Context: an optimization exercise on an open-source flow, tuned for small area, a short achievable clock period and few clock cycles per item. The choices shown serve that exercise and are no tape-out recipe.
RTL that was checked went through simulation tests only; none was proved equivalent to the original.
Power and IR drop assume default switching activity.

## marching_squares_cell_classifier_unit
module marching_squares_cell_classifier_unit (
  input  logic                clk,
  input  logic                rst_n,
  input  logic                cfg_we,
  input  logic [1:0]          cfg_index,
  input  logic [THR_W-1:0]    cfg_data,
  input  logic                in_valid,
  output logic                in_ready,
  input  logic [7:0]          in_red,
  input  logic [7:0]          in_green,
  input  logic [7:0]          in_blue,
  input  logic                in_frame_start,
  output logic                out_valid,
  input  logic                out_ready,
  output logic [9:0]          out_cell_x,
  output logic [9:0]          out_cell_y,
  output logic [2:0]          out_level,
  output logic [3:0]          out_case_code,
  output logic                out_last
);
==> flow/config.mk <==
export PLATFORM = sky130hd
export DESIGN_NAME = marching_squares_cell_classifier_unit
export DESIGN_NICKNAME = marching_squares_cell_classifier_unit
export VERILOG_FILES = /design/flow/design.v
export SDC_FILE = /design/flow/constraint.sdc
export NUM_CORES = 4
export LEC_CHECK = 0
export ABC_CLOCK_PERIOD_IN_PS = 2500
export CAP_MARGIN = 20
export CORE_MARGIN = 2
export CORE_UTILIZATION = 62
export CTS_BUF_LIST = sky130_fd_sc_hd__clkbuf_16
export CTS_CLUSTER_DIAMETER = 75
export CTS_CLUSTER_SIZE = 30
export SETUP_SLACK_MARGIN = 5
export SLEW_MARGIN = 20
export SYNTH_MEMORY_MAX_BITS = 16384
==> flow/constraint.sdc <==
create_clock -name core_clock -period 8.0 [get_ports {clk}]
set_input_delay 1.6000 -clock core_clock [delete_from_list [all_inputs] [get_ports {clk}]]
set_output_delay 1.6000 -clock core_clock [all_outputs]
set_load 0.01 [all_outputs]
run.sh (not shown) runs the stock make flow with config.mk's settings and CLKGATE_MAP_FILE= SYNTH_SCRIPT=/design/flow/synth_recipe.tcl, a recipe that flattens the netlist after the stock synthesis.
Testbench counts at the start, summed over its fixed seeds: cycles 89,986, results 87,749.
Next try:
--- a/flow/design.v
+++ b/flow/design.v
@@ -217,45 +217,46 @@
            | (!two_r & two_g & !two_b & (one_r | one_b))
            | (!two_r & !two_g & two_b & (one_r | one_g))
            | (two_r & two_g & !two_b)
            | (two_r & !two_g & two_b)
            | (!two_r & two_g & two_b);
   end
-  logic [6:0] q_s, q_c;
-  assign q_s    = b_qr_r ^ b_qg_r ^ b_qb_r;
-  assign q_c    = (b_qr_r & b_qg_r) | (b_qr_r & b_qb_r) | (b_qg_r & b_qb_r);
-  assign b_gray = GRAY_W'(q_s) + {q_c, b_k[0] | b_k[1]} + GRAY_W'(b_k[1]);
-  logic [COL_W-1:0] d_x_r;
-  logic [ROW_W-1:0] d_y_r;
-  logic             start_r;
-  logic             x_first;
-  logic             x_end;
-  logic             x_over;
-  logic             y_first;
+  assign b_gray = GRAY_W'(b_qr_r) + GRAY_W'(b_qg_r) + GRAY_W'(b_qb_r) + GRAY_W'(b_k);
+  logic [COL_W-1:0] cm_r;
+  logic [ROW_W-1:0] rm_r;
+  logic             end_r;
+  logic             over_r;
   logic [COL_W-1:0] x_m1;
   logic [ROW_W-1:0] y_m1;
+  logic [COL_W-1:0] x_cur;
+  logic [ROW_W-1:0] y_cur;
+  logic             x_zero;
+  logic             x_end;
   logic             push;
-  assign push    = adv && b_valid_r;
-  assign y_first = b_fs_r || start_r;
-  assign x_end   = (d_x_r == wm2_r) && (d_x_r != '1);
-  assign x_over  = (d_x_r >= wm1_r) && (d_x_r != '1);
-  assign x_first = y_first || x_end || x_over;
-  assign x_m1    = x_first ? '1 : d_x_r + COL_W'(1);
-  assign y_m1    = y_first ? '1 : (x_end ? d_y_r + ROW_W'(1) : d_y_r);
-  assign b_cell  = b_valid_r && !x_first && !y_first && (y_m1 != '1);
+  assign push   = adv && b_valid_r;
+  assign x_zero = b_fs_r || over_r;
+  assign x_m1   = x_zero ? '1 : cm_r;
+  assign y_m1   = b_fs_r ? '1 : rm_r;
+  assign x_cur  = x_zero ? '0 : cm_r + COL_W'(1);
+  assign y_cur  = b_fs_r ? '0 : rm_r + ROW_W'(1);
+  assign x_end  = x_zero ? 1'b0 : end_r;
+  assign b_cell = b_valid_r && (x_m1 != '1) && (y_m1 != '1);
   always_ff @(posedge clk) begin
     if (!rst_n) begin
-      start_r <= 1'b1;
+      cm_r   <= '1;
+      rm_r   <= '1;
+      end_r  <= 1'b0;
+      over_r <= 1'b0;
     end else if (push) begin
-      start_r <= 1'b0;
-    end
-  end
-  always_ff @(posedge clk) begin
-    if (push) begin
-      d_x_r <= x_m1;
-      d_y_r <= y_m1;
+      cm_r   <= x_end ? '1 : x_cur;
+      rm_r   <= x_end ? y_cur : y_m1;
+      end_r  <= !x_end && (x_zero ? (wm1_r == COL_W'(1)) : (cm_r == wm2_r - COL_W'(1)));
+      over_r <= 1'b0;
+    end else begin
+      end_r  <= (cm_r == wm2_r);
+      over_r <= (cm_r != '1) && (cm_r >= wm1_r);
     end
   end
   logic [GRAY_W-1:0] d_ul_r, d_ll_r, d_ur_r, d_lr_r;
   logic [GRAY_W-1:0] lb_f2_r;
   logic [GRAY_W-1:0] seg0 [1];
   logic [GRAY_W-1:0] seg1 [2];
@@ -291,20 +292,24 @@
       for (int i = 1; i < 64; i++)  seg6[i] <= seg6[i-1];
       seg6[0] <= m5;
       for (int i = 1; i < 128; i++) seg7[i] <= seg7[i-1];
       seg7[0] <= m6;
     end
   end
+  logic [COL_W-1:0]  d_x_r;
+  logic [ROW_W-1:0]  d_y_r;
   logic [GRAY_W-1:0] d_thr_r;
   logic [LVL_W-1:0]  lvl_nxt;
   always_ff @(posedge clk) begin
     if (push) begin
       d_ul_r <= d_ur_r;
       d_ll_r <= d_lr_r;
       d_ur_r <= m7;
       d_lr_r <= b_gray;
+      d_x_r  <= x_m1;
+      d_y_r  <= y_m1;
     end
   end
   always_comb begin
     lvl_nxt = d_lvl_r;
     if (adv) begin
       lvl_nxt = '0;
Worst hold slack gains 0.0043 ns; total power shrinks by 9.9%; setup slack gains 0.036 ns; flip-flop and latch count grows by 19; non-clock buffer count grows by 4.
No functional check of the RTL was part of the second run of this note.


marching_squares_cell_classifier_unit, a different RTL version from the one above (not shown whole).
For scale: about 3,600 cells after synthesis, ~2,300 flip-flops, ~130 I/O pins, about 74,000 um^2 of cells after synthesis.
## marching_squares_cell_classifier_unit
module marching_squares_cell_classifier_unit (
  input  logic                clk,
  input  logic                rst_n,
  input  logic                cfg_we,
  input  logic [1:0]          cfg_index,
  input  logic [THR_W-1:0]    cfg_data,
  input  logic                in_valid,
  output logic                in_ready,
  input  logic [7:0]          in_red,
  input  logic [7:0]          in_green,
  input  logic [7:0]          in_blue,
  input  logic                in_frame_start,
  output logic                out_valid,
  input  logic                out_ready,
  output logic [9:0]          out_cell_x,
  output logic [9:0]          out_cell_y,
  output logic [2:0]          out_level,
  output logic [3:0]          out_case_code,
  output logic                out_last
);
  logic [THR_W-1:0]  thresholds_r;
  logic [LVL_W-1:0]  lvl_last_r;    
  logic              lvl_one_r;     
  logic [RW_W-1:0]   row_width_r;
  logic [COL_W-1:0]  wm1_r;         
  logic [COL_W-1:0]  wm2_r;         
  logic [RW_W-1:0]   cfg_w;
  logic [LCNT_W-1:0] cfg_l;
  logic [COL_W-1:0]  cfg_wm1;
  logic [COL_W-1:0]  cfg_wm2;
  logic [LVL_W-1:0]  cfg_lvl_last;
  assign cfg_w = row_width_r;
  assign cfg_l = cfg_data[LCNT_W-1:0];
  always_comb begin
    if (cfg_w < RW_W'(2)) begin
      cfg_wm1 = COL_W'(1);
      cfg_wm2 = COL_W'(0);
    end else if (cfg_w > RW_W'(MAX_WIDTH)) begin
      cfg_wm1 = COL_W'(MAX_WIDTH - 1);
      cfg_wm2 = COL_W'(MAX_WIDTH - 2);
    end else begin
      cfg_wm1 = COL_W'(cfg_w - RW_W'(1));
      cfg_wm2 = COL_W'(cfg_w - RW_W'(2));
    end
    if (cfg_l == '0) begin
      cfg_lvl_last = '0;
    end else if (cfg_l > LCNT_W'(MAX_LEVELS)) begin
      cfg_lvl_last = LVL_W'(MAX_LEVELS - 1);
    end else begin
  ...
export LEC_CHECK = 0
export ABC_AREA = 1
export ABC_CLOCK_PERIOD_IN_PS = 2500
export CAP_MARGIN = 20
export CORE_MARGIN = 2
export CORE_UTILIZATION = 62
export CTS_BUF_LIST = sky130_fd_sc_hd__clkbuf_16
export CTS_CLUSTER_DIAMETER = 75
export CTS_CLUSTER_SIZE = 30
export SETUP_SLACK_MARGIN = 5
export SLEW_MARGIN = 20
export SYNTH_MEMORY_MAX_BITS = 16384
create_clock -name core_clock -period 8.0 [get_ports {clk}]
Edit:
--- a/flow/design.v
+++ b/flow/design.v
@@ -217,32 +217,27 @@
            | (!two_r & two_g & !two_b & (one_r | one_b))
            | (!two_r & !two_g & two_b & (one_r | one_g))
            | (two_r & two_g & !two_b)
            | (two_r & !two_g & two_b)
            | (!two_r & two_g & two_b);
   end
-  logic [6:0] q_s, q_c;
-  assign q_s    = b_qr_r ^ b_qg_r ^ b_qb_r;
-  assign q_c    = (b_qr_r & b_qg_r) | (b_qr_r & b_qb_r) | (b_qg_r & b_qb_r);
-  assign b_gray = GRAY_W'(q_s) + {q_c, b_k[0] | b_k[1]} + GRAY_W'(b_k[1]);
+  assign b_gray = GRAY_W'(b_qr_r) + GRAY_W'(b_qg_r) + GRAY_W'(b_qb_r) + GRAY_W'(b_k);
   logic [COL_W-1:0] d_x_r;
   logic [ROW_W-1:0] d_y_r;
   logic             start_r;
-  logic             end_r;     
-  logic             over_r;    
   logic             x_first;
   logic             x_end;
   logic             x_over;
   logic             y_first;
   logic [COL_W-1:0] x_m1;
   logic [ROW_W-1:0] y_m1;
   logic             push;
   assign push    = adv && b_valid_r;
   assign y_first = b_fs_r || start_r;
-  assign x_end   = end_r;
-  assign x_over  = over_r;
+  assign x_end   = (d_x_r == wm2_r) && (d_x_r != '1);
+  assign x_over  = (d_x_r >= wm1_r) && (d_x_r != '1);
   assign x_first = y_first || x_end || x_over;
   assign x_m1    = x_first ? '1 : d_x_r + COL_W'(1);
   assign y_m1    = y_first ? '1 : (x_end ? d_y_r + ROW_W'(1) : d_y_r);
   assign b_cell  = b_valid_r && !x_first && !y_first && (y_m1 != '1);
   always_ff @(posedge clk) begin
     if (!rst_n) begin
@@ -254,21 +249,12 @@
   always_ff @(posedge clk) begin
     if (push) begin
       d_x_r <= x_m1;
       d_y_r <= y_m1;
     end
   end
-  always_ff @(posedge clk) begin
-    if (push) begin
-      end_r  <= !x_first && (d_x_r + COL_W'(1) == wm2_r);
-      over_r <= 1'b0;
-    end else begin
-      end_r  <= (d_x_r == wm2_r) && (d_x_r != '1);
-      over_r <= (d_x_r >= wm1_r) && (d_x_r != '1);
-    end
-  end
   logic [GRAY_W-1:0] d_ul_r, d_ll_r, d_ur_r, d_lr_r;
   logic [GRAY_W-1:0] lb_f2_r;
   logic [GRAY_W-1:0] seg0 [1];
   logic [GRAY_W-1:0] seg1 [2];
   logic [GRAY_W-1:0] seg2 [4];
   logic [GRAY_W-1:0] seg3 [8];
=> Utilization rose by 0.12 points. Setup slack gets better by 0.040 ns. Cell area stays flat. Register-to-register slack got worse by 0.12 ns. Flip-flop and latch count decreases by 2. Fmax grows by 1.3%. Worst hold slack hardly moves. Global-route usage stays flat. Clock power climbs by about 1%. Clock skew rose by 0.0033 ns. Final cell count climbs by 0.99%. Routed wire length shrinks by 0.74%. Power went up by 0.48%.
Testbench counts after the change, summed over its fixed seeds: cycles 89,986, results 87,749.
The RTL of the first run of this note was laid out without a check of its function.

==> static timing again, ports no longer ideal <==
No port has a modelled driver above. Below, the same layouts with a new extraction and two added sets of constraints.
Step 1 assumes that a clkbuf_16 drives the clock port and a buf_2 every other input.
Step 2 also shifts input and output timing later by t, the mid clock arrival at the registers, as if the neighbouring blocks saw the same clock.
Three values: ideal, step 1, step 2; two values: the first two.
run | t, ns | slack for setup (ns) | slew at the worst register clock pin (ns)
the first run of note 1 | 0.774 | 4.905 / 4.836 / 4.291 | 0.11 / 0.11
the second run of note 1 | 0.768 | 4.941 / 4.865 / 4.331 | 0.11 / 0.11
the first run of note 2 | 0.772 | 4.960 / 4.890 / 4.362 | 0.11 / 0.11
the second run of note 2 | 0.786 | 5.000 / 4.923 / 4.376 | 0.11 / 0.11
After both steps every run listed still meets setup and hold. For the second run of note 2, which loses most, drivers alone change the setup slack by -0.077 ns; drivers and shift together by -0.624 ns.
